From an optimization exercise on the open Yosys and OpenROAD flow, aimed at small area; shortcuts taken in it are not production practice.
At most, simulation tests tie the RTL to the original design; equivalence was not proved.
Only the layout flow was run in run 1; the RTL was not checked for function there.
No activity file was given, so power comes from the tool's default toggle rates.

### flow/config.mk
export PLATFORM = sky130hd
export DESIGN_NAME = rv32_register_file
export DESIGN_NICKNAME = rv32_register_file
export VERILOG_FILES = /design/flow/design.v
export SDC_FILE = /design/flow/constraint.sdc
export NUM_CORES = 4
export LEC_CHECK = 0
export CAP_MARGIN = 20
export CORE_MARGIN = 2
export CORE_UTILIZATION = 50
export SLEW_MARGIN = 20
export SYNTH_HIERARCHICAL = 1
export SYNTH_MINIMUM_KEEP_SIZE = 0
### flow/design.v
package rv32_regfile_pkg;
    localparam int unsigned DATA_WIDTH = 32;
    localparam int unsigned ADDR_WIDTH = 5;
    localparam int unsigned NUM_REGS   = 2 ** ADDR_WIDTH;
    localparam int unsigned ZERO_REG   = 0;
    typedef logic [ADDR_WIDTH-1:0] reg_addr_t;
    typedef logic [DATA_WIDTH-1:0] reg_data_t;
endpackage
module rv32_regfile_read_port (
    input  logic [31:1] sel_n,
    input  logic [31:1] bits,
    output logic        data_n
);
    logic [15:0] pair_n;   
    for (genvar k = 0; k < 15; k++) begin : g_pairs
        rv32_regfile_oai22 u_pair (
            .a1 (sel_n[2*k+1]), .a2 (bits[2*k+1]),
            .b1 (sel_n[2*k+2]), .b2 (bits[2*k+2]),
            .y  (pair_n[k])
        );
    end
    rv32_regfile_nor2 u_last (.a (sel_n[31]), .b (bits[31]), .y (pair_n[15]));
    rv32_regfile_nand16n u_out (.a_n (pair_n), .y (data_n));
endmodule
module rv32_regfile_oai22 (
    input  logic a1, a2, b1, b2,
    output logic y
);
    assign y = !((a1 | a2) & (b1 | b2));
endmodule
module rv32_regfile_nor2 (
    input  logic a, b,
    output logic y
);
    assign y = !(a | b);
endmodule
module rv32_regfile_nand16n (
    input  logic [15:0] a_n,
    output logic        y
);
    logic [3:0] group;
    for (genvar g = 0; g < 4; g++) begin : g_groups
        assign group[g] = !(|a_n[4*g +: 4]);
    end
    assign y = !(&group);
endmodule
module rv32_regfile_read_decode (
    input  logic [4:0]  addr,
    input  logic [31:1] valid,
    output logic [31:1] sel_n
);
    for (genvar i = 1; i < 32; i++) begin : g_rows
        assign sel_n[i] = !(valid[i] && (addr == 5'(i)));
    end
endmodule
module rv32_register_file #(
    parameter int unsigned DATA_WIDTH = rv32_regfile_pkg::DATA_WIDTH,
    parameter int unsigned ADDR_WIDTH = rv32_regfile_pkg::ADDR_WIDTH
) (
    input  logic                  clk,
    input  logic                  reset,
    input  logic [ADDR_WIDTH-1:0] r1Address,
    input  logic [ADDR_WIDTH-1:0] r2Address,
    output logic [DATA_WIDTH-1:0] r1Data,
    output logic [DATA_WIDTH-1:0] r2Data,
    input  logic                  writeRegister,
    input  logic [ADDR_WIDTH-1:0] writeAddress,
    input  logic [DATA_WIDTH-1:0] writeData
);
    localparam int unsigned NumRegs = 1 << ADDR_WIDTH;
    localparam int unsigned Half    = DATA_WIDTH / 2;
    logic [DATA_WIDTH-1:0][NumRegs-1:1] regs_t;
    logic [NumRegs-1:1]                 valid;
    logic [1:0][NumRegs-1:1]            we, sel1_n, sel2_n;
    for (genvar h = 0; h < 2; h++) begin : g_half
        rv32_regfile_write_decode u_wdec (
            .en   (writeRegister),
            .addr (writeAddress),
            .we   (we[h])
        );
        rv32_regfile_read_decode u_r1dec (
            .addr  (r1Address),
            .valid (valid),
            .sel_n (sel1_n[h])
        );
        rv32_regfile_read_decode u_r2dec (
            .addr  (r2Address),
            .valid (valid),
            .sel_n (sel2_n[h])
        );
    end
    for (genvar i = 1; i < NumRegs; i++) begin : g_regs
        logic                  valid_q;
        logic [DATA_WIDTH-1:0] data_q;
        always_ff @(posedge clk or posedge reset) begin
            if (reset) begin
                valid_q <= 1'b0;
            end else if (we[0][i]) begin
                valid_q <= 1'b1;
            end
        end
        always_ff @(posedge clk) begin
            for (int j = 0; j < DATA_WIDTH; j++) begin
                if (we[j / Half][i]) begin
                    data_q[j] <= ~writeData[j];
                end
            end
        end
        for (genvar j = 0; j < DATA_WIDTH; j++) begin : g_bits
            assign regs_t[j][i] = data_q[j];
        end
        assign valid[i] = valid_q;
    end
    for (genvar j = 0; j < DATA_WIDTH; j++) begin : g_cols
        rv32_regfile_read_port u_r1 (
            .sel_n  (sel1_n[j / Half]),
            .bits   (regs_t[j]),
            .data_n (r1Data[j])
        );
        rv32_regfile_read_port u_r2 (
            .sel_n  (sel2_n[j / Half]),
            .bits   (regs_t[j]),
            .data_n (r2Data[j])
        );
    end
endmodule
module rv32_regfile_write_decode (
    input  logic        en,
    input  logic [4:0]  addr,
    output logic [31:1] we
);
    for (genvar i = 1; i < 32; i++) begin : g_rows
        assign we[i] = en && (addr == 5'(i));
    end
endmodule
### flow/constraint.sdc
create_clock -name core_clock -period 6.0 [get_ports {clk}]
set_input_delay 1.2000 -clock core_clock [delete_from_list [all_inputs] [get_ports {clk}]]
set_output_delay 1.2000 -clock core_clock [all_outputs]
set_load 0.01 [all_outputs]
### flow/standard.sh
#!/bin/bash
# synth_recipe.tcl (not shown) runs the flow's synth.tcl, then flattens the netlist and writes it again
# the make line also repeats each setting of config.mk as NAME=value (left out here)
make -C /OpenROAD-flow-scripts/flow DESIGN_CONFIG=/design/flow/config.mk WORK_HOME=/design/flow/orfs CLKGATE_MAP_FILE= SYNTH_SCRIPT=/design/flow/synth_recipe.tcl "${@:-finish}"
### flow/flow/run.sh
#!/bin/bash
set -euo pipefail
export BUFFER_PORTS_ARGS="-buffer_cell sky130_fd_sc_hd__buf_2"
export CTS_ARGS="-sink_clustering_enable -repair_clock_nets -dont_use_dummy_load -buf_list sky130_fd_sc_hd__clkbuf_16 -sink_clustering_size 28 -sink_clustering_max_diameter 100"
bash standard.sh finish > standard.log 2>&1
==> results of run 1 <==
==> per-layer routing <==
| layer | global-route usage | vias up | wire length (um) |
|---|---|---|---|
| li1 | - | 12824 | - |
| met1 | 0.454 | 15535 | 52100 |
| met2 | 0.573 | 2581 | 70400 |
| met3 | 0.0714 | 570 | 17800 |
| met4 | 0.287 | 10 | 15000 |
| met5 | 0 | - | 65 |
==> sequential cells by signal (all words and copies together), names as in the netlist <==
| signal | cells |
|---|---|
| g_regs.data_q | 992 |
| g_regs.valid_q | 31 |
==> per-module statistics from Yosys (local to each module, per instance), a selection <==
module / cells inside / copies in the design / flip-flops and latches / cell area (sq um)
rv32_regfile_read_decode: 49 / 4 / 0 / 298
rv32_regfile_nor2: 1 / 64 / 0 / 3.75
rv32_register_file: 1087 / 1 / 1023 / 30900
rv32_regfile_nand16n: 5 / 64 / 0 / 31.3
rv32_regfile_oai22: 1 / 960 / 0 / 6.26
rv32_regfile_write_decode: 46 / 2 / 0 / 230
==> cells in the final DEF (no fill, tap or decap), drive strengths merged, types with 4 or more instances in the layout <==
master | netlist | routed
inv | 33 | 31
and3b | 12 | 12
and2b | 4 | 4
nor3b | 12 | 12
nor4 | 256 | 256
nand4b | 10 | 10
diode | 0 | 12
nand3 | 88 | 88
clkbuf | 6 | 43
nor2b | 12 | 12
buf | 16 | 399
and3 | 4 | 4
nand4 | 98 | 98
nand4bb | 6 | 6
nor3 | 4 | 4
nand2b | 4 | 4
or2 | 33 | 33
nor2 | 134 | 134
o22ai | 960 | 960
edfxtp | 992 | 992
dfrtp | 31 | 31
==> metrics by stage <==
step / area (sq um) / hold slack (ns) / utilization
after floorplan: 40800 / 0.499 / -
after global placement: 44800 / 0.570 / 0.555
after detailed placement: 44800 / 0.585 / 0.555
after CTS: 45800 / 0.602 / 0.568
after global routing: 45900 / 0.644 / 0.569
final: 45900 / 0.607 / 0.569
==> worst max path at each step <==
stage	cells after the start	slack, ns	to	from
after floorplan	6	2.29	r1Data[0]	r1Address[2]
final	9	0.40	r1Data[31]	r1Address[2]
after CTS	9	0.58	r1Data[31]	r1Address[2]
after global routing	9	0.57	r1Data[31]	r1Address[2]
after global placement	9	0.67	r1Data[31]	r1Address[2]
after detailed placement	9	0.60	r1Data[31]	r1Address[2]
==> kinds of logic after synthesis <==
kind of cell | share of synthesized area
buffers and inverters | 0.00555
DFF | 0.749
and+or+nand+nor | 0.0977
AOI/OAI and AO/OA | 0.147
==> power breakdown <==
group	internal, uW	switching [uW]	total [uW]
combinational	292	681	973
clock	1290	2080	3370
sequential	7960	158	8120
total	9540	2920	12500
==> cell type report <==
cell class	count	area, sq um	share of cell area
inverter	33	124	0.00270
antenna	12	30.0	0.000654
sequential	1023	30600	0.666
timing repair buffer	399	2720	0.0593
tap	1060	1330	0.0289
clock buffer	43	1080	0.0234
multi-input combinational	1641	10100	0.219
==> key figures, run 1 <==
Worst setup path
  – Crit path max-delay cell type: nor4_1
  – Reg2reg path depth: 1
  – Reg2Reg Capture Point: g_regs[18].valid_q
  – Gate family responsible for the most delay along the worst path: simple AND/OR/NAND/NOR gates
  – Number of buffers and inverters on the critical path: 4
  – Largest driver fanout on the critical path: 22
  – Worst r2r src: g_regs[18].valid_q
  – Setup slack, reg-to-reg: about 5.1 ns
  – Startpoint Class: input port
  – Critical path class: input port to output pin
  – Worst endpoint data arrival time: around 4.4 ns
  – Critical Path, Cell by Cell: buf_2 > and2b_1 > nand3_1 > buf_4 > o22ai_1 > nor4_1 > buf_4 > nand4_1 > buf_2
  – Worst path required time: about 4.8 ns
  – Maximum cell stage delay along the critical path: roughly 0.87 ns
  – Kind of end point of the critical path: output pin

Timing
  – Aggregate negative setup slack: 0 ns
  – Least setup slack across all paths after layout: 0.400 ns
  – Final setup violation count: 0
  – Period utilization: 0.933
  – Final worst clock skew: 0 ns
  – Minimum clock period after layout: about 5.6 ns
  – Remaining max-slew budget at the tightest pin: 0.158
  – RSZ-0062 raised after global routing: no
  – Final Hold Fails: 0
  – Pins Over Slew Limit: 0
  – Tightest Pin Transition: approximately 1.3 ns
  – Maximum achievable frequency: 179 MHz

Synth
  – Most common cell in the synthesized netlist: edfxtp_1
  – Post-Syn Instances: between 2,000 and 3,000
  – Post-Synthesis Cell Area: around 41,000 sq um
  – Number of synthesized flops with an enable pin: a little under 1,000
  – Register area share after synthesis: 0.749
  – Cell taking the most area after synthesis: edfxtp_1
  – Top cell type's share of synthesized area: 0.730
  – Register bit total from synthesis: between 1,000 and 1,500
  – Area contributors post-synth: edfxtp_1, o22ai_1, nor4_1, dfrtp_1, nand4_1
  – Avg Inst Size Synth: roughly 15 sq um
  – Number of synthesis warnings: 7
  – Number of nets in the synthesized netlist: ~2,800
  – Most used flip-flop cell after synthesis: edfxtp_1
  – Number of unique standard cell types used by synthesis: 23
  – Async set or reset register ratio after synthesis: 0.0303
  – Top cell types by occurrence after synthesis: edfxtp_1, o22ai_1, nor4_1

Finish
  – Share of post-route cells with drive strength above 1: 0.154
  – Area Overhead vs Synth: 12.6%
  – Non-filler cells in the finished layout: ~4,200
  – Number of nets at the end of the flow: about 3,200
  – Fill cell total of the finished layout: about 6,400

Min path
  – Worst Min Path Start: g_regs[8].valid_q
  – HP Class: flop to flop
  – Count of cells along the worst hold path: 1
  – Worst hold path endpoint: g_regs[8].valid_q

Placed design
  – Number of placed instances with taps included: 4,154
  – Port buffer count: approximately 110
  – Final weighted congestion of routability-driven global placement: 1.07
  – Worst slack at placement: around 0.6 ns
  – Half-perimeter wire length after placement: 101,000 um

Global routing
  – Via count of the first global-routing pass: 29,966
  – First-pass GRT wire length: 217,000 um
  – Global-route congestion overflow total: 0
  – Total global routing track utilization: 0.368
  – Initial antenna violation count: 15
  – Largest net degree at the start of global routing: 32

Clock network
  – Sink Count: between 1,000 and 1,500
  – CTS hold repair buffers: 0
  – Total clock buffers created by CTS: 43
  – Maximum buffer depth of the clock tree: 3
  – Number of levels in the clock H-tree: 2
  – Post-CTS Setup Inserts: 0
  – Clock transition at the registers of the reported paths: about 0.080 ns
  – CTS-repair resized insts: 0
  – TritonCTS clock tree: built
  – Library cell used as clock root buffer: clkbuf_16
  – Clock Latency Late Sink: 0.64 ns

Power
  – Leak Pwr: between 0.01 and 0.015 uW
  – Pwr Density: between 200 and 300 nW/um^2
  – Post-layout total power: around 12,000 uW
  – Worst supply voltage drop on vdd: around 0.24 mV

Drt
  – Count of TritonRoute iterations in the first routing pass: 8
  – ANT nets after route: 0
  – DRC violations left: 0
  – Vias per inst: about 7.5
  – Average wire length per cell after detail routing: between 30 and 40 um
  – Total number of vias: approximately 32,000
  – Total Routed Length: 155,000 um
  – DRT iter0 DRCs: 4,299

Floorplan
  – Area of the placeable core: just over 80,000 sq um
  – I/O pin cnt: 114
  – Number of rows created at floorplan: around 100
  – Floorplan die area: 83,900 sq um
  – Initial core utilization: 0.505
  – Die Span Y: approximately 290 um
  – Chip Width: around 290 um

Outcome
  – Status: no timing/DRC/antenna violations

Run
  – Max-cap viol count: 0
==> run 2: changes to the inputs <==
--- a/flow/design.v
+++ b/flow/design.v
@@ -44,13 +44,27 @@
     end
     assign y = !(&group);
 endmodule
+module rv32_regfile_nand3 (
+    input  logic a, b, c,
+    output logic y
+);
+    assign y = !(a & b & c);
+endmodule
 module rv32_regfile_read_decode (
     input  logic [4:0]  addr,
     input  logic [31:1] valid,
     output logic [31:1] sel_n
 );
+    logic [3:0] lo;
+    logic [7:0] hi;
+    for (genvar k = 0; k < 4; k++) begin : g_lo
+        assign lo[k] = (addr[1:0] == 2'(k));
+    end
+    for (genvar m = 0; m < 8; m++) begin : g_hi
+        assign hi[m] = (addr[4:2] == 3'(m));
+    end
     for (genvar i = 1; i < 32; i++) begin : g_rows
-        assign sel_n[i] = !(valid[i] && (addr == 5'(i)));
+        rv32_regfile_nand3 u_sel (.a (valid[i]), .b (lo[i % 4]), .c (hi[i / 4]), .y (sel_n[i]));
     end
 endmodule
 module rv32_register_file #(
@@ -68,42 +82,36 @@
     input  logic [DATA_WIDTH-1:0] writeData
 );
     localparam int unsigned NumRegs = 1 << ADDR_WIDTH;
-    localparam int unsigned Half    = DATA_WIDTH / 2;
     logic [DATA_WIDTH-1:0][NumRegs-1:1] regs_t;
-    logic [NumRegs-1:1]                 valid;
-    logic [1:0][NumRegs-1:1]            we, sel1_n, sel2_n;
-    for (genvar h = 0; h < 2; h++) begin : g_half
-        rv32_regfile_write_decode u_wdec (
-            .en   (writeRegister),
-            .addr (writeAddress),
-            .we   (we[h])
-        );
-        rv32_regfile_read_decode u_r1dec (
-            .addr  (r1Address),
-            .valid (valid),
-            .sel_n (sel1_n[h])
-        );
-        rv32_regfile_read_decode u_r2dec (
-            .addr  (r2Address),
-            .valid (valid),
-            .sel_n (sel2_n[h])
-        );
-    end
+    logic [NumRegs-1:1]                 valid, we, sel1_n, sel2_n;
+    rv32_regfile_write_decode u_wdec (
+        .en   (writeRegister),
+        .addr (writeAddress),
+        .we   (we)
+    );
+    rv32_regfile_read_decode u_r1dec (
+        .addr  (r1Address),
+        .valid (valid),
+        .sel_n (sel1_n)
+    );
+    rv32_regfile_read_decode u_r2dec (
+        .addr  (r2Address),
+        .valid (valid),
+        .sel_n (sel2_n)
+    );
     for (genvar i = 1; i < NumRegs; i++) begin : g_regs
         logic                  valid_q;
         logic [DATA_WIDTH-1:0] data_q;
         always_ff @(posedge clk or posedge reset) begin
             if (reset) begin
                 valid_q <= 1'b0;
-            end else if (we[0][i]) begin
+            end else if (we[i]) begin
                 valid_q <= 1'b1;
             end
         end
         always_ff @(posedge clk) begin
-            for (int j = 0; j < DATA_WIDTH; j++) begin
-                if (we[j / Half][i]) begin
-                    data_q[j] <= ~writeData[j];
-                end
+            if (we[i]) begin
+                data_q <= ~writeData;
             end
         end
         for (genvar j = 0; j < DATA_WIDTH; j++) begin : g_bits
@@ -113,13 +121,13 @@
     end
     for (genvar j = 0; j < DATA_WIDTH; j++) begin : g_cols
         rv32_regfile_read_port u_r1 (
-            .sel_n  (sel1_n[j / Half]),
-            .bits   (regs_t[j]),
+            .sel_n (sel1_n),
+            .bits  (regs_t[j]),
             .data_n (r1Data[j])
         );
         rv32_regfile_read_port u_r2 (
-            .sel_n  (sel2_n[j / Half]),
-            .bits   (regs_t[j]),
+            .sel_n (sel2_n),
+            .bits  (regs_t[j]),
             .data_n (r2Data[j])
         );
     end
@@ -129,7 +137,15 @@
     input  logic [4:0]  addr,
     output logic [31:1] we
 );
+    logic [3:0] lo_n;
+    logic [7:0] hi_n;
+    for (genvar k = 0; k < 4; k++) begin : g_lo
+        assign lo_n[k] = !(en && (addr[1:0] == 2'(k)));
+    end
+    for (genvar m = 0; m < 8; m++) begin : g_hi
+        assign hi_n[m] = !(addr[4:2] == 3'(m));
+    end
     for (genvar i = 1; i < 32; i++) begin : g_rows
-        assign we[i] = en && (addr == 5'(i));
+        rv32_regfile_nor2 u_we (.a (lo_n[i % 4]), .b (hi_n[i / 4]), .y (we[i]));
     end
 endmodule
--- a/flow/config.mk
+++ b/flow/config.mk
@@ -7,7 +7,7 @@
 export LEC_CHECK = 0
 export CAP_MARGIN = 20
 export CORE_MARGIN = 2
-export CORE_UTILIZATION = 50
+export CORE_UTILIZATION = 62
 export SLEW_MARGIN = 20
 export SYNTH_HIERARCHICAL = 1
 export SYNTH_MINIMUM_KEEP_SIZE = 0
==> run 2 against run 1 <==
Net effect: die area down 21%; still clean; critical path type unchanged; largest cell class unchanged; global-route usage grew 8.8 points; sequential power fell by 0.7%; critical endpoint is now r1Data[13].
==> key figures, run 2 <==
Outcome
  – Status: no timing/DRC/antenna violations (unchanged)

Drt
  – DRC violations left: 0 (unchanged)
  – Average wire length per cell after detail routing: 41.1 um (was 36.9 um)
  – ANT nets after route: 0 (unchanged)
  – DRT iter0 DRCs: 6,278 (was 4,299)
  – Vias per inst: 8.44 (was 7.49)
  – Total number of vias: 31,281 (was 31,520)
  – Total Routed Length: 152,000 um (was 155,000 um)
  – Count of TritonRoute iterations in the first routing pass: 9 (was 8)

Timing
  – Period utilization: 0.892 (was 0.933)
  – Final setup violation count: 0 (unchanged)
  – Aggregate negative setup slack: 0 ns (unchanged)
  – Final worst clock skew: 0 ns (unchanged)
  – Pins Over Slew Limit: 0 (unchanged)
  – Remaining max-slew budget at the tightest pin: 0.172 (was 0.158)
  – Maximum achievable frequency: 187 MHz (was 179 MHz)
  – RSZ-0062 raised after global routing: no (unchanged)
  – Final Hold Fails: 0 (unchanged)
  – Tightest Pin Transition: 1.24 ns (was 1.25 ns)
  – Minimum clock period after layout: 5.35 ns (was 5.60 ns)

Global routing
  – Global-route congestion overflow total: 0 (unchanged)
  – Initial antenna violation count: 2 (was 15)
  – First-pass GRT wire length: 211,000 um (was 217,000 um)
  – Via count of the first global-routing pass: 29,499 (was 29,966)
  – Fraction of met2 tracks used by global routing: 0.661 (was 0.573)
  – Fraction of met1 tracks used by global routing: 0.587 (was 0.454)
  – Largest net degree at the start of global routing: 34 (was 32)
  – Total global routing track utilization: 0.456 (was 0.368)
  – Global routing usage on met3: 0.176 (was 0.0714)
  – Global routing's busiest layer: met2 (unchanged)

Synth
  – Number of synthesized flops with an enable pin: 992 (unchanged)
  – Cell taking the most area after synthesis: edfxtp_1 (unchanged)
  – Avg Inst Size Synth: 15.6 sq um (was 15.0 sq um)
  – Number of nets in the synthesized netlist: 2,610 (was 2,769)
  – Top cell types by occurrence after synthesis: edfxtp_1, o22ai_1, nor4_1 (unchanged)
  – Register bit total from synthesis: 1,023 (unchanged)
  – Top cell type's share of synthesized area: 0.748 (was 0.730)
  – Most used flip-flop cell after synthesis: edfxtp_1 (unchanged)
  – Area contributors post-synth: edfxtp_1, o22ai_1, nor4_1, dfrtp_1, nand4_1 (unchanged)
  – Post-Synthesis Cell Area: 39,800 sq um (was 40,800 sq um)
  – Post-Syn Instances: 2,560 (was 2,719)
  – Number of synthesis warnings: 7 (unchanged)
  – Number of unique standard cell types used by synthesis: 18 (was 23)
  – Most common cell in the synthesized netlist: edfxtp_1 (unchanged)
  – Register area share after synthesis: 0.768 (was 0.749)
  – Async set or reset register ratio after synthesis: 0.0303 (unchanged)

Worst setup path
  – Reg2reg path depth: 1 (unchanged)
  – Setup slack, reg-to-reg: 5.17 ns (was 5.07 ns)
  – Reg2Reg Capture Point: g_regs[26].valid_q (was g_regs[18].valid_q)
  – Critical Path, Cell by Cell: buf_2 > nor3b_1 > nand3_2 > buf_4 > o22ai_1 > nor4_1 > buf_4 > nand4_1 > buf_2 (was buf_2 > and2b_1 > nand3_1 > buf_4 > o22ai_1 > nor4_1 > buf_4 > nand4_1 > buf_2)
  – Worst endpoint data arrival time: 4.15 ns (was 4.40 ns)
  – Maximum cell stage delay along the critical path: 0.85 ns (was 0.87 ns)
  – Critical path class: input port to output pin (unchanged)
  – Gate family responsible for the most delay along the worst path: simple AND/OR/NAND/NOR gates (unchanged)
  – Crit path max-delay cell type: nor3b_1 (was nor4_1)
  – Startpoint Class: input port (unchanged)
  – Number of buffers and inverters on the critical path: 4 (unchanged)
  – Kind of end point of the critical path: output pin (unchanged)
  – Largest driver fanout on the critical path: 10 (was 22)
  – Worst path required time: 4.80 ns (about the same)
  – Worst r2r src: g_regs[26].valid_q (was g_regs[18].valid_q)

Clock network
  – CTS hold repair buffers: 0 (unchanged)
  – Sink Count: 1,023 (unchanged)
  – Clock transition at the registers of the reported paths: 0.10 ns (was 0.08 ns)
  – Maximum buffer depth of the clock tree: 3 (unchanged)
  – Total clock buffers created by CTS: 42 (was 43)
  – Post-CTS Setup Inserts: 0 (unchanged)
  – CTS-repair resized insts: 0 (unchanged)
  – Clock Latency Late Sink: 0.61 ns (was 0.64 ns)
  – Library cell used as clock root buffer: clkbuf_16 (unchanged)
  – Number of levels in the clock H-tree: 2 (unchanged)
  – TritonCTS clock tree: built (unchanged)

Floorplan
  – Chip Width: 257 um (was 290 um)
  – I/O pin cnt: 114 (unchanged)
  – Floorplan die area: 66,300 sq um (was 83,900 sq um)
  – Initial core utilization: 0.629 (was 0.505)
  – Die Span Y: 257 um (was 290 um)
  – Area of the placeable core: 63,300 sq um (was 80,700 sq um)
  – Number of rows created at floorplan: 92 (was 104)

Placed design
  – Port buffer count: 113 (unchanged)
  – Final weighted congestion of routability-driven global placement: 0.971 (was 1.07)
  – Half-perimeter wire length after placement: 91,900 um (was 101,000 um)

Finish
  – Share of post-route cells with drive strength above 1: 0.140 (was 0.154)
  – Flip-flop count of the largest register, all copies and words added: 992 (unchanged)
  – Final Core Density: 0.700 (was 0.569)
  – Area Overhead vs Synth: 11.3% (was 12.6%)
  – Register with the highest flop count: g_regs.data_q (unchanged)
  – Commonest cells after routing, fill and taps aside: edfxtp_1, o22ai_1, nor4_1 (was edfxtp_1, o22ai_1, buf_4)
  – Top Registers: g_regs.data_q (992), g_regs.valid_q (31) (unchanged)
  – Number of nets at the end of the flow: 2,911 (was 3,191)
  – Leading cell type in the layout, fill and taps excluded: edfxtp_1 (unchanged)

Power
  – Leak Pwr: 0.0135 uW (was 0.0143 uW)
  – Pint: 9460 uW (was 9540 uW)
  – Clk network pwr share: 0.272 (was 0.271)
  – Fraction of power consumed by sequential logic: 0.661 (was 0.651)
  – Worst supply voltage drop on vdd: 0.344 mV (was 0.243 mV)
  – Net switching power: 2720 uW (was 2920 uW)
  – Switching share of power: 0.224 (was 0.234)
  – Gate power share: 0.067 (was 0.078)
  – Pwr Density: 275 nW/um^2 (was 271 nW/um^2)

Run
  – Max-cap viol count: 0 (unchanged)

Min path
  – HP Class: input port to async pin (was flop to flop)
[run 2: changes by cell type after synthesis, sizes merged, moves of 5 or more]
| cell | before | now |
|---|---|---|
| and3b | 12 | 6 |
| nand4 | 98 | 64 |
| nand3b | 0 | 5 |
| nand4b | 10 | 0 |
| nor2 | 134 | 97 |
| nor2b | 12 | 4 |
| nor3b | 12 | 6 |
| clkbuf | 6 | 0 |
| buf | 16 | 0 |
| nand3 | 88 | 64 |
| nand4bb | 6 | 0 |
[run 2: how the worst max path moves through the flow]
stage,startpoint,to,depth (start not counted)
finish,r1Address[4],r1Data[13],9
detailed placement,r2Address[1],r2Data[20],8
CTS,r1Address[3],r1Data[20],8
global route,r1Address[4],r1Data[13],9
floorplan,r1Address[0],r1Data[0],5
global placement,r1Address[4],r1Data[20],8
[run 2: logic make-up after synthesis]
group / count (synthesis) / synth area share
buf+inv: 33 / 0.00311
compound gates: 960 / 0.151
flops: 1023 / 0.768
simple gates: 544 / 0.0785
[run 2: area by class of cell]
class / instances / area (sq um)
multi-input combinational: 1504 / 9680
inverter: 33 / 124
antenna: 2 / 5.00
clock buffer: 42 / 1050
fill: 4161 / 19000
timing repair buffer: 257 / 1820
sequential: 1023 / 30600
tap: 846 / 1060
[run 2: per-module statistics from Yosys (local to each module, per instance), a selection]
| module | cells inside | times used | flops+latches |
|---|---|---|---|
| rv32_regfile_write_decode | 12 | 1 | 0 |
| rv32_regfile_oai22 | 1 | 960 | 0 |
| rv32_regfile_read_decode | 12 | 2 | 0 |
| rv32_regfile_nand16n | 5 | 64 | 0 |
| rv32_regfile_nor2 | 1 | 95 | 0 |
| rv32_register_file | 1087 | 1 | 1023 |
| rv32_regfile_nand3 | 1 | 62 | 0 |
[run 2: power by group through the flow]
stage	logic (uW)	clock network, uW	registers (uW)
final	810	3310	8060
after global routing	832	3520	8070
after CTS	777	3280	8050
after detailed placement	776	0	8210
after global placement	761	0	8210
after floorplan	374	0	8170
[run 2: through the flow]
step	instance area [sq um]	std cells	worst slack [ns]	total power [uW]	hold WS (ns)
floorplan	39800	2560	2.05	8540	0.458
global placement	43200	3662	0.805	8970	0.510
detailed placement	43200	3662	0.883	8990	0.518
CTS	44300	3704	0.886	12100	0.483
global route	44300	3705	0.612	12400	0.515
finish	44300	3707	0.648	12200	0.484
[run 2: layer usage]
layer,vias up,wire (um)
met5,-,43
met4,2,11800
met1,15081,48200
met3,809,27300
li1,11985,-
met2,3404,65000
==> run 3: changes to the inputs <==
--- a/flow/config.mk
+++ b/flow/config.mk
@@ -8,6 +8,7 @@
 export CAP_MARGIN = 20
 export CORE_MARGIN = 2
 export CORE_UTILIZATION = 62
+export PLACE_DENSITY = 0.85
 export SLEW_MARGIN = 20
 export SYNTH_HIERARCHICAL = 1
 export SYNTH_MINIMUM_KEEP_SIZE = 0
==> run 3 against run 2 <==
Net effect: routed wire length decreased by 2.5%; sequential cell count unchanged; worst setup slack got worse by 0.12 ns; cell area decreased by 0.47%; fmax decreased by 2.2%; worst hold slack improved by 0.064 ns; clock power about the same; highest routed layer unchanged; final cell count decreased by 0.13%; largest cell class unchanged; sequential share of layout area increased by 0.33 points; critical path depth decreased by 1; die area unchanged.
==> key figures, run 3 <==
Worst setup path
  – Maximum cell stage delay along the critical path: 1.09 ns (was 0.85 ns)
  – Worst path required time: 4.80 ns (about the same)
  – Critical Path, Cell by Cell: buf_2 > nor2_1 > nand3_2 > buf_4 > o22ai_1 > nor4_1 > nand4_1 > buf_2 (was buf_2 > nor3b_1 > nand3_2 > buf_4 > o22ai_1 > nor4_1 > buf_4 > nand4_1 > buf_2)
  – Reg2Reg Capture Point: g_regs[26].valid_q (unchanged)
  – Worst r2r src: g_regs[26].valid_q (unchanged)
  – Critical path class: input port to output pin (unchanged)
  – Kind of end point of the critical path: output pin (unchanged)
  – Launching element of the worst setup path: r1Address[1] (was r1Address[4])
  – Crit path max-delay cell type: nand3_2 (was nor3b_1)
  – Reg2reg path depth: 1 (unchanged)
  – Worst endpoint data arrival time: 4.27 ns (was 4.15 ns)
  – Largest driver fanout on the critical path: 22 (was 10)
  – Setup slack, reg-to-reg: 5.18 ns (was 5.17 ns)
  – Startpoint Class: input port (unchanged)
  – Most common cell type on the critical path: buf_2

Synth
  – Top cell types by occurrence after synthesis: edfxtp_1, o22ai_1, nor4_1 (unchanged)
  – Most used flip-flop cell after synthesis: edfxtp_1 (unchanged)
  – Cell taking the most area after synthesis: edfxtp_1 (unchanged)
  – Avg Inst Size Synth: 15.6 sq um (unchanged)
  – Area contributors post-synth: edfxtp_1, o22ai_1, nor4_1, dfrtp_1, nand4_1 (unchanged)
  – Number of synthesized flops with an enable pin: 992 (unchanged)
  – Post-Synthesis Cell Area: 39,800 sq um (unchanged)
  – Top cell type's share of synthesized area: 0.748 (unchanged)
  – Most common cell in the synthesized netlist: edfxtp_1 (unchanged)
  – Number of nets in the synthesized netlist: 2,610 (unchanged)
  – Async set or reset register ratio after synthesis: 0.0303 (unchanged)
  – Number of synthesis warnings: 7 (unchanged)
  – Register bit total from synthesis: 1,023 (unchanged)
  – Register area share after synthesis: 0.768 (unchanged)
  – Post-Syn Instances: 2,560 (unchanged)
  – Number of unique standard cell types used by synthesis: 18 (unchanged)

Clock network
  – CTS-repair resized insts: 0 (unchanged)
  – Library cell used as clock root buffer: clkbuf_16 (unchanged)
  – Total clock buffers created by CTS: 42 (unchanged)
  – Sink Count: 1,023 (unchanged)
  – TritonCTS clock tree: built (unchanged)
  – Clock Latency Late Sink: 0.61 ns (about the same)
  – Post-CTS Setup Inserts: 0 (unchanged)
  – Clock transition at the registers of the reported paths: 0.09 ns (was 0.10 ns)
  – Number of levels in the clock H-tree: 2 (unchanged)
  – CTS hold repair buffers: 0 (unchanged)
  – Maximum buffer depth of the clock tree: 3 (unchanged)

Global routing
  – Via count of the first global-routing pass: 31,810 (was 29,499)
  – Largest net degree at the start of global routing: 34 (unchanged)
  – Total global routing track utilization: 0.443 (was 0.456)
  – Fraction of met1 tracks used by global routing: 0.543 (was 0.587)
  – Global routing's busiest layer: met2 (unchanged)
  – Global-route congestion overflow total: 0 (unchanged)
  – Fraction of met2 tracks used by global routing: 0.619 (was 0.661)
  – First-pass GRT wire length: 210,000 um (was 211,000 um)
  – Initial antenna violation count: 8 (was 2)
  – Global routing usage on met3: 0.225 (was 0.176)

Finish
  – Non-filler cells in the finished layout: 3,702 (was 3,707)
  – Number of nets at the end of the flow: 2,898 (was 2,911)
  – Area Overhead vs Synth: 10.7% (was 11.3%)
  – Top Registers: g_regs.data_q (992), g_regs.valid_q (31) (unchanged)
  – Flip-flop count of the largest register, all copies and words added: 992 (unchanged)
  – Share of post-route cells with drive strength above 1: 0.136 (was 0.140)
  – Register with the highest flop count: g_regs.data_q (unchanged)
  – Leading cell type in the layout, fill and taps excluded: edfxtp_1 (unchanged)
  – Commonest cells after routing, fill and taps aside: edfxtp_1, o22ai_1, nor4_1 (unchanged)

Floorplan
  – Area of the placeable core: 63,300 sq um (unchanged)
  – I/O pin cnt: 114 (unchanged)
  – Chip Width: 257 um (unchanged)
  – Number of rows created at floorplan: 92 (unchanged)
  – Initial core utilization: 0.629 (unchanged)
  – Floorplan die area: 66,300 sq um (unchanged)
  – Die Span Y: 257 um (unchanged)

Placed design
  – Half-perimeter wire length after placement: 85,800 um (was 91,900 um)
  – Final weighted congestion of routability-driven global placement: 0.974 (was 0.971)
  – Number of placed instances with taps included: 3,650 (was 3,662)
  – Port buffer count: 113 (unchanged)

Min path
  – Worst Min Path Start: g_regs[12].valid_q
  – Count of cells along the worst hold path: 1
  – HP Class: flop to flop (was input port to async pin)
  – Worst hold path endpoint: g_regs[12].valid_q

Timing
  – Minimum clock period after layout: 5.47 ns (was 5.35 ns)
  – Period utilization: 0.912 (was 0.892)
  – Pins Over Slew Limit: 0 (unchanged)
  – Maximum achievable frequency: 183 MHz (was 187 MHz)
  – Tightest Pin Transition: 1.23 ns (was 1.24 ns)
  – Final setup violation count: 0 (unchanged)
  – Final Hold Fails: 0 (unchanged)
  – WHS: 0.548 ns (was 0.484 ns)
  – Aggregate negative setup slack: 0 ns (unchanged)
  – Remaining max-slew budget at the tightest pin: 0.181 (was 0.172)
  – RSZ-0062 raised after global routing: no (unchanged)
  – Final worst clock skew: 0 ns (unchanged)

Power
  – Clk network pwr share: 0.272 (about the same)
  – Worst supply voltage drop on vdd: 0.372 mV (was 0.344 mV)
  – Pwr Density: 276 nW/um^2 (was 275 nW/um^2)
  – Leak Pwr: 0.0134 uW (was 0.0135 uW)
  – Switching share of power: 0.224 (about the same)
  – Net switching power: 2730 uW (was 2720 uW)
  – Pint: 9450 uW (was 9460 uW)
  – Fraction of power consumed by sequential logic: 0.662 (was 0.661)
  – Gate power share: 0.066 (was 0.067)

Drt
  – DRT iter0 DRCs: 7,390 (was 6,278)
  – Total Routed Length: 148,000 um (was 152,000 um)
  – DRC violations left: 0 (unchanged)
  – Count of TritonRoute iterations in the first routing pass: 15 (was 9)
  – Vias per inst: 8.86 (was 8.44)
  – Average wire length per cell after detail routing: 40.1 um (was 41.1 um)
  – ANT nets after route: 0 (unchanged)
  – Total number of vias: 32,800 (was 31,281)

Run
  – Max-cap viol count: 0 (unchanged)

Outcome
  – Status: no timing/DRC/antenna violations (unchanged)
run 3: cell counts after synthesis:
Identical to the previous run, type by type.
run 3: worst max-delay path by stage:
| stage | to | slack, ns | depth (start not counted) |
|---|---|---|---|
| after detailed placement | r1Data[28] | 0.90 | 8 |
| final | r1Data[28] | 0.53 | 8 |
| after floorplan | r1Data[0] | 2.05 | 5 |
| after CTS | r1Data[28] | 0.86 | 8 |
| after global routing | r1Data[28] | 0.64 | 8 |
| after global placement | r1Data[28] | 0.96 | 8 |
run 3: worst max-delay path: cells and delay by family:
| family | cells | cell delay [ns] |
|---|---|---|
| buffers and inverters | 3 | 0.80 |
| and+or+nand+nor | 4 | 2.09 |
| AOI/OAI and AO/OA | 1 | 0.12 |
run 3: power by group through the flow:
stage / logic [uW] / registers, uW / clock network (uW)
floorplan: 374 / 8170 / 0
global placement: 730 / 8200 / 0
detailed placement: 758 / 8210 / 0
CTS: 761 / 8050 / 3240
global route: 824 / 8070 / 3470
finish: 810 / 8060 / 3310
run 3: metrics by stage:
| stage | utilization | setup WS (ns) | instance area (sq um) | total power [uW] |
|---|---|---|---|---|
| 2_1_floorplan | - | 2.05 | 39800 | 8540 |
| 3_3_place_gp | 0.679 | 0.956 | 43000 | 8930 |
| 3_5_place_dp | 0.680 | 0.901 | 43000 | 8970 |
| 4_1_cts | 0.696 | 0.863 | 44100 | 12100 |
| 5_1_grt | 0.696 | 0.641 | 44100 | 12400 |
| 6_report | 0.697 | 0.530 | 44100 | 12200 |
run 3: cell type report:
type                            instances  area, sq um
Sequential cell                      1023        30600
Fill cell                            3796        19200
Multi-Input combinational cell       1504         9680
Timing Repair Buffer                  244         1600
Tap cell                              846         1060
Clock buffer                           42         1050
Inverter                               33          124
Antenna cell                           10         25.0
run 3: cell families after synthesis:
kind of cell	share of synthesized area
buffers and inverters	0.00311
AOI/OAI and AO/OA	0.151
and+or+nand+nor	0.0785
DFF	0.768
run 3: Yosys stat by module (local to each module, per instance), excerpt:
module | flops+latches | cells | cell area (sq um)
rv32_regfile_write_decode | 0 | 12 | 88.8
rv32_regfile_nor2 | 0 | 1 | 3.75
rv32_regfile_nand3 | 0 | 1 | 5.00
rv32_regfile_nand16n | 0 | 5 | 31.3
rv32_regfile_oai22 | 0 | 1 | 6.26
rv32_regfile_read_decode | 0 | 12 | 87.6
rv32_register_file | 1023 | 1087 | 30900
run 3: metal layers:
metal,up-vias,share of wire
li1,11952,-
met1,14972,0.28
met2,4566,0.41
met3,1300,0.22
met4,10,0.094
met5,-,0.00082
==> run 4: changes to the inputs <==
--- a/flow/config.mk
+++ b/flow/config.mk
@@ -8,7 +8,7 @@
 export CAP_MARGIN = 20
 export CORE_MARGIN = 2
 export CORE_UTILIZATION = 62
-export PLACE_DENSITY = 0.85
+export PLACE_DENSITY = 0.75
 export SLEW_MARGIN = 20
 export SYNTH_HIERARCHICAL = 1
 export SYNTH_MINIMUM_KEEP_SIZE = 0
==> run 4 against run 3 <==
Net effect: highest routed layer unchanged; cell area increased by 0.38%; routed wire length shrank 1.7%; global-route usage fell by 0.79 points; still clean; combinational power is 1% lower; die area unchanged; core utilization increased by 0.26 points; worst hold slack barely moved; synthesized area unchanged; sequential power about the same; final cell count unchanged; register-to-register slack better by 0.03 ns; sequential share of layout area is 0.26 points lower.
==> key figures, run 4 <==
Drt
  – DRC violations left: 0 (unchanged)
  – Total Routed Length: 146,000 um (was 148,000 um)
  – Count of TritonRoute iterations in the first routing pass: 9 (was 15)
  – Vias per inst: 8.45 (was 8.86)
  – Total number of vias: 31,285 (was 32,800)
  – ANT nets after route: 0 (unchanged)
  – Average wire length per cell after detail routing: 39.4 um (was 40.1 um)
  – DRT iter0 DRCs: 5,881 (was 7,390)

Floorplan
  – Die Span Y: 257 um (unchanged)
  – I/O pin cnt: 114 (unchanged)
  – Number of rows created at floorplan: 92 (unchanged)
  – Floorplan die area: 66,300 sq um (unchanged)
  – Chip Width: 257 um (unchanged)
  – Initial core utilization: 0.629 (unchanged)
  – Area of the placeable core: 63,300 sq um (unchanged)

Synth
  – Top cell types by occurrence after synthesis: edfxtp_1, o22ai_1, nor4_1 (unchanged)
  – Post-Synthesis Cell Area: 39,800 sq um (unchanged)
  – Register area share after synthesis: 0.768 (unchanged)
  – Area contributors post-synth: edfxtp_1, o22ai_1, nor4_1, dfrtp_1, nand4_1 (unchanged)
  – Most used flip-flop cell after synthesis: edfxtp_1 (unchanged)
  – Number of synthesis warnings: 7 (unchanged)
  – Post-Syn Instances: 2,560 (unchanged)
  – Register bit total from synthesis: 1,023 (unchanged)
  – Async set or reset register ratio after synthesis: 0.0303 (unchanged)
  – Top cell type's share of synthesized area: 0.748 (unchanged)
  – Most common cell in the synthesized netlist: edfxtp_1 (unchanged)
  – Avg Inst Size Synth: 15.6 sq um (unchanged)
  – Cell taking the most area after synthesis: edfxtp_1 (unchanged)
  – Number of unique standard cell types used by synthesis: 18 (unchanged)
  – Number of nets in the synthesized netlist: 2,610 (unchanged)
  – Number of synthesized flops with an enable pin: 992 (unchanged)

Timing
  – Maximum achievable frequency: 181 MHz (was 183 MHz)
  – Final setup violation count: 0 (unchanged)
  – Period utilization: 0.922 (was 0.912)
  – Tightest Pin Transition: 1.28 ns (was 1.23 ns)
  – Minimum clock period after layout: 5.53 ns (was 5.47 ns)
  – Final Hold Fails: 0 (unchanged)
  – Final worst clock skew: 0 ns (unchanged)
  – Pins Over Slew Limit: 0 (unchanged)
  – Least setup slack across all paths after layout: 0.466 ns (was 0.530 ns)
  – Remaining max-slew budget at the tightest pin: 0.145 (was 0.181)
  – Aggregate negative setup slack: 0 ns (unchanged)
  – RSZ-0062 raised after global routing: no (unchanged)

Clock network
  – CTS hold repair buffers: 0 (unchanged)
  – Library cell used as clock root buffer: clkbuf_16 (unchanged)
  – Maximum buffer depth of the clock tree: 3 (unchanged)
  – CTS-repair resized insts: 0 (unchanged)
  – Clock transition at the registers of the reported paths: 0.11 ns (was 0.09 ns)
  – Sink Count: 1,023 (unchanged)
  – Number of levels in the clock H-tree: 2 (unchanged)
  – Post-CTS Setup Inserts: 0 (unchanged)
  – Total clock buffers created by CTS: 42 (unchanged)
  – Clock Latency Late Sink: 0.62 ns (was 0.61 ns)
  – TritonCTS clock tree: built (unchanged)

Global routing
  – Initial antenna violation count: 5 (was 8)
  – Total global routing track utilization: 0.435 (was 0.443)
  – Largest net degree at the start of global routing: 34 (unchanged)
  – First-pass GRT wire length: 205,000 um (was 210,000 um)
  – Via count of the first global-routing pass: 30,458 (was 31,810)
  – Global-route congestion overflow total: 0 (unchanged)

Worst setup path
  – Worst endpoint data arrival time: 4.33 ns (was 4.27 ns)
  – Kind of end point of the critical path: output pin (unchanged)
  – Worst path required time: 4.80 ns (about the same)
  – Startpoint Class: input port (unchanged)
  – Largest driver fanout on the critical path: 18 (was 22)
  – Critical path class: input port to output pin (unchanged)
  – Launching element of the worst setup path: r1Address[4] (was r1Address[1])
  – Worst r2r src: g_regs[6].valid_q (was g_regs[26].valid_q)

Placed design
  – Area after DPL: 43,200 sq um (was 43,000 sq um)
  – Final weighted congestion of routability-driven global placement: 0.994 (was 0.974)
  – Port buffer count: 113 (unchanged)
  – Half-perimeter wire length after placement: 89,300 um (was 85,800 um)
  – Worst slack at placement: 0.867 ns (was 0.901 ns)

Min path
  – Worst Min Path Start: g_regs[27].valid_q (was g_regs[12].valid_q)
  – HP Class: flop to flop (unchanged)

Finish
  – Top Registers: g_regs.data_q (992), g_regs.valid_q (31) (unchanged)
  – Area Overhead vs Synth: 11.2% (was 10.7%)
  – Number of nets at the end of the flow: 2,906 (was 2,898)
  – Leading cell type in the layout, fill and taps excluded: edfxtp_1 (unchanged)
  – Fill cell total of the finished layout: 4,145 (was 3,796)
  – Commonest cells after routing, fill and taps aside: edfxtp_1, o22ai_1, nor4_1 (unchanged)
  – Share of post-route cells with drive strength above 1: 0.138 (was 0.136)
  – Flip-flop count of the largest register, all copies and words added: 992 (unchanged)
  – Post-route design area: 44,300 sq um (was 44,100 sq um)
  – Register with the highest flop count: g_regs.data_q (unchanged)

Power
  – Worst supply voltage drop on vdd: 0.207 mV (was 0.372 mV)
  – Leak Pwr: 0.0135 uW (was 0.0134 uW)
  – Pwr Density: 275 nW/um^2 (was 276 nW/um^2)

Outcome
  – Status: no timing/DRC/antenna violations (unchanged)

Run
  – Max-cap viol count: 0 (unchanged)
-- run 4: cell counts after synthesis --
No cell type changed its count.
-- run 4: layout make-up --
class / instances / area [sq um] / area share
well taps: 846 / 1060 / 0.0239
clock buffers: 42 / 1050 / 0.0237
inverters: 33 / 124 / 0.00280
diodes: 2 / 5.00 / 0.000113
repair buffers: 252 / 1790 / 0.0404
multi-input cells: 1504 / 9680 / 0.219
flip-flops and latches: 1023 / 30600 / 0.690
-- run 4: worst max-delay path, stage by stage --
cell	delay (ns)
buf_2	0.14
nor3b_1	0.80
nand3_2	0.96
buf_4	0.49
o22ai_1	0.16
nor4_1	0.08
nand4_1	0.28
buf_2	0.20
-- run 4: logic make-up (layout without fill, tap and decap cells) --
logic type	count (synthesis)	after routing	share of synthesized area
compound gates	960	960	0.151
flops	1023	1023	0.768
other cells	0	2	0
buf+inv	33	327	0.00311
simple gates	544	544	0.0785
-- run 4: metrics by stage --
stage,hold WS [ns],total power [uW],utilization,instances
floorplan,0.458,8540,-,2560
global placement,0.509,8950,0.681,3655
detailed placement,0.516,8980,0.682,3656
CTS,0.543,12100,0.698,3698
global route,0.565,12400,0.699,3700
finish,0.548,12200,0.699,3702
-- run 4: path summary, 6_finish.rpt --
| kind | slack, ns | cells after the start | to |
|---|---|---|---|
| min | 0.55 | 1 | g_regs[27].valid_q |
| min in group asynchronous | 0.62 | 3 | g_regs[26].valid_q |
| max | 0.47 | 8 | r1Data[17] |
| min reg2reg | 0.55 | 1 | g_regs[27].valid_q |
| max in group asynchronous | 5.03 | 3 | g_regs[21].valid_q |
| max reg2reg | 5.21 | 1 | g_regs[6].valid_q |
-- run 4: metal layers --
metal  vias up  routed length, um  global-route usage
li1      11961                  -                   -
met1     14945              44700               0.536
met2      3456              63400               0.645
met3       915              25000               0.159
met4         8              12800               0.301
met5         -                100             0.00512
-- run 4: power by group --
| part | switching (uW) | total (uW) | internal, uW |
|---|---|---|---|
| Combinational | 574 | 802 | 229 |
| Clock | 2060 | 3320 | 1270 |
| Sequential | 94.1 | 8050 | 7960 |
| Total | 2730 | 12200 | 9450 |
-- run 4: Yosys stat by module, one instance, submodules excluded, excerpt --
| module | cells inside | times used | cell area (sq um) | flip-flops and latches |
|---|---|---|---|---|
| rv32_register_file | 1087 | 1 | 30900 | 1023 |
| rv32_regfile_write_decode | 12 | 1 | 88.8 | 0 |
| rv32_regfile_read_decode | 12 | 2 | 87.6 | 0 |
| rv32_regfile_nand16n | 5 | 64 | 31.3 | 0 |
| rv32_regfile_oai22 | 1 | 960 | 6.26 | 0 |
| rv32_regfile_nand3 | 1 | 62 | 5.00 | 0 |
| rv32_regfile_nor2 | 1 | 95 | 3.75 | 0 |

port drivers added, routing unchanged:
Ports are ideal in the flow. The routed layouts listed here were re-timed in OpenROAD.
Step 1, drivers: a clkbuf_16 drives clk and a buf_2 each remaining input, both assumed.
Step 2 times the ports against the registers' clock, not the clock port: input delays grow and output delays shrink by t, the midpoint of the rising clock arrivals with the driver on.
a / b / c = no drivers / after step 1 / after step 2; a / b = the first two.
run	shift t [ns]	setup slack, ns	worst hold slack (ns)	worst setup path after step 2	pins driven straight from the clock port
run 1	0.692	0.400 / 0.275 / 0.275	0.607 / 0.607 / 0.607	input to output	1
run 2	0.677	0.648 / 0.625 / 0.625	0.484 / 0.445 / 0.544	input to output	1
run 3	0.684	0.530 / 0.506 / 0.506	0.548 / 0.548 / 0.548	input to output	1
run 4	0.693	0.466 / 0.445 / 0.445	0.548 / 0.548 / 0.548	input to output	1
After both steps every run listed still meets setup and hold. For run 1, which loses most, drivers alone change the setup slack by -0.125 ns; drivers and shift together by -0.125 ns.
